This design comes from an exercise in tuning for small area and a short achievable clock period on the open sky130 flow, not from production work. At most, simulation tests tie the RTL to the original design; equivalence was not proved. Power figures rest on the tool's default switching activity, not on a simulated workload.

before:
==> flow/design.v <==
package riscv_dbg_pkg;
  typedef enum logic [1:0] {
    ST_IDLE  = 2'd0,
    ST_ARMED = 2'd1,
    ST_POST  = 2'd2,
    ST_DONE  = 2'd3
  } trace_state_t;
  localparam logic MODE_STOP_FULL = 1'b0;
  localparam logic MODE_RING_TRIG = 1'b1;
  function automatic integer entry_w(input integer xlen, input integer num_regs);
    entry_w = xlen * (2 + num_regs);
  endfunction
endpackage
module trace_ram #(
  parameter int ROWS  = 15,
  parameter int WIDTH = 192,
  parameter int TAP0  = 6,
  parameter int NSEL  = 9
) (
  input  logic             clk,
  input  logic [WIDTH-1:0] wdata,
  input  logic             shift,
  input  logic             ld,
  input  logic [NSEL-1:0]  sel,
  output logic [WIDTH-1:0] rdata
);
  logic [WIDTH-1:0] stage, pick;
  logic [WIDTH-1:0] mem [ROWS];
  always_ff @(posedge clk) begin
    stage <= wdata;
  end
  always_ff @(posedge clk) begin
    if (shift) begin
      mem[0] <= stage;
      for (int i = 1; i < ROWS; i++) begin
        mem[i] <= mem[i-1];
      end
    end
  end
  always_comb begin
    pick = {WIDTH{!ld}} & rdata;
    for (int i = 0; i < NSEL; i++) begin
      pick = pick | ({WIDTH{ld && sel[i]}} & mem[TAP0 + i]);
    end
  end
  always_ff @(posedge clk) begin
    rdata <= pick;
  end
endmodule
module riscv_trace_buffer #(
  parameter int XLEN       = 32,
  parameter int NUM_REGS   = 4,
  parameter int DEPTH      = 16,
  parameter int POST_DEPTH = 8
) (
  input  logic                     clk,
  input  logic                     reset,
  input  logic [XLEN-1:0]          pc_dbg,
  input  logic [XLEN-1:0]          instr_dbg,
  input  logic [NUM_REGS*XLEN-1:0] regs_dbg,
  input  logic                     arm,
  input  logic                     clear,
  input  logic                     mode,
  input  logic                     trig_en,
  input  logic [XLEN-1:0]          trig_pc,
  output logic                     busy,
  output logic                     triggered,
  output logic                     wrapped,
  output logic                     rd_valid,
  input  logic                     rd_ready,
  output logic [XLEN-1:0]          rd_pc,
  output logic [XLEN-1:0]          rd_instr,
  output logic [NUM_REGS*XLEN-1:0] rd_regs,
  output logic                     rd_last
);
  localparam int AW = $clog2(DEPTH);
  localparam int CW = AW + 1;
  localparam int EW = riscv_dbg_pkg::entry_w(XLEN, NUM_REGS);
  localparam logic [CW-1:0] DEPTH_C = CW'(DEPTH);
  localparam logic [CW-1:0] POST_C  = CW'(POST_DEPTH);
  localparam logic [CW-1:0] ONE_C   = CW'(1);
  localparam logic [CW-1:0] TWO_C   = CW'(2);
  localparam int TAP0 = POST_DEPTH - 1;
  localparam int NSEL = DEPTH - 1 - TAP0;
  logic          armed_q, post_q, mode_q, first_q, cap_q, merged_q, gd;
  logic [CW-1:0] count, post_cnt, rd_left;
  logic [NSEL-1:0] osel_q;
  logic [NSEL:0]   rsel_q;
  logic [XLEN-1:0] pc_q;
  logic          idle, cnt_full, gd_cap, last_pop;
  logic [CW-1:0] cnt_inc;
  logic [NSEL-1:0] osel_trig;
  logic          chg, teq, cap, fire, gdone, pop, start;
  logic          shift, ld;
  logic [EW-1:0] wdata, rdata;
  assign idle     = !busy && !rd_valid;
  assign cnt_full = (count == DEPTH_C);
  assign cnt_inc  = cnt_full ? count : count + ONE_C;
  assign gd_cap   = mode_q ? (post_q && (post_cnt == TWO_C)) : (cnt_inc == DEPTH_C - ONE_C);
  assign last_pop = (rd_left == ONE_C);
  always_comb begin
    osel_trig = '0;
    if (count >= CW'(NSEL - 1)) osel_trig[NSEL-1] = 1'b1;
    else                        osel_trig[count[$clog2(NSEL)-1:0]] = 1'b1;
  end
  assign chg   = (pc_dbg != pc_q);
  assign teq   = trig_en && (pc_dbg == trig_pc);
  assign cap   = busy && (first_q || chg);
  assign fire  = cap && armed_q && mode_q && teq;
  assign gdone = cap && gd;
  assign pop   = rd_valid && rd_ready;
  assign start = idle && arm;
  always_ff @(posedge clk or posedge reset) begin
    if (reset) begin
      armed_q   <= 1'b0;
      post_q    <= 1'b0;
      busy      <= 1'b0;
      rd_valid  <= 1'b0;
      rd_last   <= 1'b0;
      mode_q    <= 1'b0;
      first_q   <= 1'b0;
      count     <= '0;
      post_cnt  <= '0;
      rd_left   <= '0;
      triggered <= 1'b0;
      wrapped   <= 1'b0;
      osel_q    <= '0;
      gd        <= 1'b0;
      cap_q     <= 1'b0;
      merged_q  <= 1'b0;
      rsel_q    <= '0;
    end else begin
      armed_q   <= !clear && (start || (armed_q && !fire && !gdone));
      post_q    <= !clear && (fire || (post_q && !gdone));
      busy      <= !clear && (start || (busy && !gdone));
      rd_valid  <= !clear && (gdone || (rd_valid && !(pop && last_pop)));
      rd_last   <= !clear && (gdone ? (cnt_inc == ONE_C)
                                    : (rd_valid && (pop ? (rd_left == TWO_C) : last_pop)));
      rd_left   <= clear ? '0 : gdone ? cnt_inc : pop ? rd_left - ONE_C : rd_left;
      mode_q    <= start ? mode : mode_q;
      first_q   <= start || (first_q && !cap);
      count     <= start ? '0 : cap ? cnt_inc : count;
      post_cnt  <= fire ? POST_C : (cap && post_q) ? post_cnt - ONE_C : post_cnt;
      triggered <= !start && (triggered || fire);
      wrapped   <= !start && (wrapped || (cap && cnt_full));
      osel_q    <= start ? NSEL'(1) << (NSEL - 1) : fire ? osel_trig : osel_q;
      gd        <= !start && !fire && (cap ? gd_cap : gd);
      cap_q     <= cap;
      merged_q  <= rd_valid && (merged_q || (cap_q && rd_ready));
      rsel_q    <= (cap || (rd_valid && (merged_q || (cap_q && rd_ready)))) ? {1'b0, osel_q}
                                                                           : {osel_q, 1'b0};
    end
  end
  always_ff @(posedge clk) begin
    pc_q <= pc_dbg;
  end
  assign shift = cap_q || pop;
  assign ld    = !rd_valid || rd_ready;
  assign wdata = {regs_dbg, instr_dbg, pc_dbg};
  trace_ram #(
    .ROWS  (DEPTH - 1),
    .WIDTH (EW),
    .TAP0  (TAP0 - 1),
    .NSEL  (NSEL + 1)
  ) u_ram (
    .clk   (clk),
    .wdata (wdata),
    .shift (shift),
    .ld    (ld),
    .sel   (rsel_q),
    .rdata (rdata)
  );
  assign rd_pc    = rdata[XLEN-1:0];
  assign rd_instr = rdata[2*XLEN-1:XLEN];
  assign rd_regs  = rdata[EW-1:2*XLEN];
endmodule
Settings: LEC_CHECK=0, CAP_MARGIN=20, CORE_MARGIN=2, CORE_UTILIZATION=60, CTS_CLUSTER_DIAMETER=80, CTS_CLUSTER_SIZE=30, SETUP_SLACK_MARGIN=3.0, SLEW_MARGIN=20; clock period 5.5 ns.
standard.sh (not shown) runs the stock make flow with config.mk's settings and CLKGATE_MAP_FILE= SYNTH_SCRIPT=/design/flow/synth_recipe.tcl, a recipe that flattens the netlist after the stock synthesis.
==> flow/flow/run.sh <==
#!/bin/bash
# Own layout flow: the standard ORFS flow (standard.sh, unchanged synthesis), with the port
# buffers made from a plain buffer cell instead of the one buffer_ports picks on its own, and
# the resizer allowed to swap cells across footprints. Every port still gets its buffer.
set -euo pipefail
cd "$(dirname "$0")/.."
bash standard.sh \
  "BUFFER_PORTS_ARGS=-buffer_cell sky130_fd_sc_hd__buf_2" \
  MATCH_CELL_FOOTPRINT=0 \
  finish > flow_standard.log 2>&1
The following lists how after was set up differently from before:
==> flow/run.sh (new file) <==
#!/bin/bash
# synth_recipe.tcl (not shown) runs the flow's synth.tcl, then flattens the netlist and writes it again
# the make line also repeats each setting of config.mk as NAME=value (left out here)
make -C /OpenROAD-flow-scripts/flow DESIGN_CONFIG=/design/flow/config.mk WORK_HOME=/design/flow/orfs CLKGATE_MAP_FILE= SYNTH_SCRIPT=/design/flow/synth_recipe.tcl finish
removed: flow/flow/run.sh
removed: flow/standard.sh
## What came out
- Between after and before, it is after whose critical path depth is lower, by 8.
- Sequential cell fraction of total power: lower on after
- after has completed all stages; timing, DRC and antenna checks passed.
- The final layout from before, which completed every stage, passed the timing, DRC and antenna checks at the end of the flow.
- Total number of vias for after is higher than for before.
Function was not checked in any run of this note: the RTL went through the layout flow alone.


Another version of the RTL of riscv_trace_buffer (not shown whole).
Size in the first run: about 4700 cells after synthesis, about 3100 flip-flops, about 430 I/O pins, about 0.10 mm2 of cells after synthesis.
Settings: LEC_CHECK=0, CAP_MARGIN=20, CORE_MARGIN=2, CORE_UTILIZATION=75, CTS_CLUSTER_DIAMETER=80, CTS_CLUSTER_SIZE=30, SETUP_SLACK_MARGIN=3.0, SLEW_MARGIN=20; clock period 5.5 ns.
run.sh (not shown) runs the stock make flow with config.mk's settings and CLKGATE_MAP_FILE= SYNTH_SCRIPT=/design/flow/synth_recipe.tcl, a recipe that flattens the netlist after the stock synthesis.
Stock flow here: none of the scripts above is used.
Change:
--- a/flow/config.mk
+++ b/flow/config.mk
@@ -10 +10 @@
-export CORE_UTILIZATION = 75
+export CORE_UTILIZATION = 60
After rerunning: The changed run passed the timing, DRC and antenna checks. Non-clock buffer count came out higher by 3. Sequential power is about the same. Routed wire length came out lower by 7.6%. Critical path depth came out higher by 5. Setup slack loses 0.0068 ns.
Function was not checked in any run of this note: the RTL went through the layout flow alone.


Setup of v17:
riscv_trace_buffer, a different RTL version from the one above (not shown whole).
Size: about 3,100 flip-flops, ~430 I/O pins, roughly 100,000 µm² of cells after synthesis.
clock: 5.5 ns
lec_check: 0
abc_area: 1
cap_margin: 20
core_margin: 2
core_utilization: 60
cts_cluster_diameter: 80
cts_cluster_size: 30
setup_slack_margin: 3.2
slew_margin: 20
standard.sh (not shown) runs the stock make flow with config.mk's settings and CLKGATE_MAP_FILE= SYNTH_SCRIPT=/design/flow/synth_recipe.tcl, a recipe that flattens the netlist after the stock synthesis.
==> flow/flow/run.sh <==
#!/bin/bash
# Own layout flow: the standard ORFS flow (standard.sh, unchanged synthesis), with the port
# buffers made from a plain buffer cell instead of the one buffer_ports picks on its own, and
# the resizer allowed to swap cells across footprints. Every port still gets its buffer.
set -euo pipefail
cd "$(dirname "$0")/.."
bash standard.sh \
  "BUFFER_PORTS_ARGS=-buffer_cell sky130_fd_sc_hd__buf_2" \
  MATCH_CELL_FOOTPRINT=0 \
  finish > flow_standard.log 2>&1
v17 did not stop at any stage, and its layout met the timing, DRC and antenna checks.
Modified inputs, v2 compared to v17
# v17
export LEC_CHECK = 0
export ABC_AREA = 1
export CAP_MARGIN = 20
export CORE_MARGIN = 2
export CORE_UTILIZATION = 60
export CTS_CLUSTER_DIAMETER = 80
export CTS_CLUSTER_SIZE = 30
export SETUP_SLACK_MARGIN = 3.2
export SLEW_MARGIN = 20
create_clock -name core_clock -period 5.5 [get_ports {clk}]
# v2
export LEC_CHECK = 0
export CAP_MARGIN = 20
export CORE_MARGIN = 2
export CORE_UTILIZATION = 60
export CTS_CLUSTER_DIAMETER = 80
export CTS_CLUSTER_SIZE = 30
export SETUP_SLACK_MARGIN = 3.4
export SLEW_MARGIN = 20
create_clock -name core_clock -period 5.5 [get_ports {clk}]
==> flow/run.sh (new file) <==
#!/bin/bash
# synth_recipe.tcl (not shown) runs the flow's synth.tcl, then flattens the netlist and writes it again
# the make line also repeats each setting of config.mk as NAME=value (left out here)
make -C /OpenROAD-flow-scripts/flow DESIGN_CONFIG=/design/flow/config.mk WORK_HOME=/design/flow/orfs CLKGATE_MAP_FILE= SYNTH_SCRIPT=/design/flow/synth_recipe.tcl finish
removed: flow/flow/run.sh
removed: flow/standard.sh
Notes after the runs:
The first-pass GRT wire length in v2 was lower than what v17 gave.
Compared to v17, v2 has proportion of final cell area spent on non-clock buffers 5.4 points higher.
Compared with v17, v2 degrades highest ir drop seen on vdd.
In the floorplan summary, v2 is listed with a die area less than that of v17.


== the previous run ==
Another version of the RTL of riscv_trace_buffer (not shown whole).
Size: roughly 4700 cells after synthesis, about 0.11 mm2 of cells after synthesis.
Design riscv_trace_buffer, start of the top module:
module riscv_trace_buffer #(
  parameter int XLEN       = 32,
  parameter int NUM_REGS   = 4,
  parameter int DEPTH      = 16,
  parameter int POST_DEPTH = 8
) (
  input  logic                     clk,
  input  logic                     reset,
  input  logic [XLEN-1:0]          pc_dbg,
  input  logic [XLEN-1:0]          instr_dbg,
  input  logic [NUM_REGS*XLEN-1:0] regs_dbg,
  input  logic                     arm,
  input  logic                     clear,
  input  logic                     mode,
  input  logic                     trig_en,
  input  logic [XLEN-1:0]          trig_pc,
  output logic                     busy,
  output logic                     triggered,
  output logic                     wrapped,
  output logic                     rd_valid,
  input  logic                     rd_ready,
  output logic [XLEN-1:0]          rd_pc,
  output logic [XLEN-1:0]          rd_instr,
  output logic [NUM_REGS*XLEN-1:0] rd_regs,
  output logic                     rd_last
);
  localparam int AW = $clog2(DEPTH);
  localparam int CW = AW + 1;
  localparam int EW = riscv_dbg_pkg::entry_w(XLEN, NUM_REGS);
  localparam logic [CW-1:0] DEPTH_C = CW'(DEPTH);
  localparam logic [CW-1:0] POST_C  = CW'(POST_DEPTH);
  localparam logic [CW-1:0] ONE_C   = CW'(1);
  localparam logic [CW-1:0] TWO_C   = CW'(2);
  localparam int TAP0 = POST_DEPTH - 1;
  localparam int NSEL = DEPTH - 1 - TAP0;
  logic          armed_q, post_q, mode_q, first_q, cap_q, merged_q;
  logic [CW-1:0] count, post_cnt, rd_left;
  logic [NSEL-1:0] osel_q;
  logic [NSEL:0]   rsel_q;
  logic [XLEN-1:0] pc_q;
  logic          idle, cnt_full, gd, last_pop;
  logic [CW-1:0] cnt_inc;
  logic [NSEL-1:0] osel_trig;
  logic          chg, teq, cap, fire, gdone, pop, start;
  logic          shift, ld;
  logic [EW-1:0] wdata, rdata;
  assign idle     = !busy && !rd_valid;
  assign cnt_full = (count == DEPTH_C);
  assign cnt_inc  = cnt_full ? count : count + ONE_C;
  assign gd       = mode_q ? (post_q && (post_cnt == ONE_C)) : (cnt_inc == DEPTH_C);
  assign last_pop = (rd_left == ONE_C);
  ...
clock: 5.5 ns
lec_check: 0
cap_margin: 20
core_margin: 2
core_utilization: 40
setup_slack_margin: 3.0
slew_margin: 20
run.sh (not shown) runs the stock make flow with config.mk's settings and CLKGATE_MAP_FILE= SYNTH_SCRIPT=/design/flow/synth_recipe.tcl, a recipe that flattens the netlist after the stock synthesis.
Stock flow here: none of the scripts above is used.
## Diff of input files: the current run against the previous run
# the previous run
export LEC_CHECK = 0
export CAP_MARGIN = 20
export CORE_MARGIN = 2
export CORE_UTILIZATION = 40
export SETUP_SLACK_MARGIN = 3.0
export SLEW_MARGIN = 20
create_clock -name core_clock -period 5.5 [get_ports {clk}]
# the current run
export LEC_CHECK = 0
export CAP_MARGIN = 20
export CORE_MARGIN = 2
export CORE_UTILIZATION = 60
export CTS_CLUSTER_DIAMETER = 80
export CTS_CLUSTER_SIZE = 30
export SETUP_SLACK_MARGIN = 3.0
export SLEW_MARGIN = 20
create_clock -name core_clock -period 5.5 [get_ports {clk}]
## What came out
Between the current run and the previous run, the final number of setup-violating endpoints figures differ only marginally.
Taking the previous run as the reference point, the clock transition at the registers of the reported paths of the current run rises by 40 ps.
In the current run relative to the previous run, area of the die had gone down by more than a quarter.
Synthesized cell count: the previous run vs the current run identical
Taking the previous run as the reference point, the number of cells traversed by the worst register-to-register path of the current run rises by 4.
Between the current run and the previous run, it is the current run whose multi-input gate share of total cell area is higher, by 0.52 points.
The current run has maximum frequency above what the previous run had.
NOTE sum of met3 wire segment lengths after detailed routing the previous run->the current run decreased by more than 10%
Relative to the previous run, clock insertion delay at the later pin of the skew report has decreased by 70 ps in the current run.


RTL: one of the versions met above, not the one the previous note started from.
For scale: roughly 430 I/O pins, roughly 100000 um^2 of cells after synthesis.
Settings: LEC_CHECK=0, CAP_MARGIN=20, CORE_MARGIN=2, CORE_UTILIZATION=60, CTS_CLUSTER_DIAMETER=80, CTS_CLUSTER_SIZE=30, GPL_ROUTABILITY_DRIVEN=0, SETUP_SLACK_MARGIN=3.2, SLEW_MARGIN=20; clock period 5.5 ns.
standard.sh (not shown) runs the stock make flow with config.mk's settings and CLKGATE_MAP_FILE= SYNTH_SCRIPT=/design/flow/synth_recipe.tcl, a recipe that flattens the netlist after the stock synthesis.
==> flow/flow/run.sh <==
#!/bin/bash
# Own layout flow: the standard ORFS flow (standard.sh, unchanged synthesis), with the port
# buffers made from a plain buffer cell instead of the one buffer_ports picks on its own, and
# the resizer allowed to swap cells across footprints. Every port still gets its buffer.
set -euo pipefail
cd "$(dirname "$0")/.."
bash standard.sh \
  "BUFFER_PORTS_ARGS=-buffer_cell sky130_fd_sc_hd__buf_2" \
  MATCH_CELL_FOOTPRINT=0 \
  finish > flow_standard.log 2>&1
Then changed:
CTS_CLUSTER_DIAMETER = 70   (was 80)
CTS_CLUSTER_SIZE = 25   (was 30)
GPL_ROUTABILITY_DRIVEN = unset   (was 0)
Effect: Critical path depth is unchanged; worst setup slack gets worse by 8.3 ps; die area is unchanged; routed wire length shrinks by 0.40%; sequential share of layout area shrinks by 0.41 points; final area grows by about 0.5%; final cell count grows by about 0.64%; area after synthesis stays the same.

## what the ideal ports hide
No port has a modelled driver above. Below, the same layouts with a new extraction and two added sets of constraints. Step 1 sets driving cells, clkbuf_16 on the clock port and buf_2 on the other inputs (assumed; they add their load-dependent delay and slew). Step 2, shift: input delay + t, output delay - t, t = (earliest + latest rising clock arrival at the registers) / 2. This alone moves slack from input paths to output paths. a / b / c = no drivers / after step 1 / after step 2; a / b = the first two.
run	t, ns	setup slack, ns	hold WS [ns]	pins driven straight from the clock port
before	0.909	2.830 / 2.830 / 2.159	0.366 / 0.292 / 0.411	1
after	0.903	2.954 / 2.864 / 2.181	0.409 / 0.409 / 0.409	1
the first run of note 2	0.859	2.774 / 2.774 / 2.010	0.409 / 0.409 / 0.409	1
the second run of note 2	0.870	2.767 / 2.767 / 2.089	0.400 / 0.400 / 0.400	1
v17	0.911	3.033 / 2.940 / 2.529	0.209 / 0.133 / 0.416	1
v2	0.913	3.044 / 2.953 / 2.259	0.413 / 0.413 / 0.413	1
the previous run	0.948	2.829 / 2.741 / 2.113	0.363 / 0.362 / 0.363	1
the current run	0.887	2.844 / 2.763 / 2.199	0.410 / 0.410 / 0.410	1
the first run of note 5	0.869	3.075 / 2.989 / 2.348	0.245 / 0.177 / 0.412	1
the second run of note 5	0.893	3.067 / 2.983 / 2.314	0.233 / 0.168 / 0.405	1
After both steps setup and hold are still met in every run listed. For v2, which loses most, drivers alone change the setup slack by -0.091 ns; drivers and shift together by -0.785 ns.
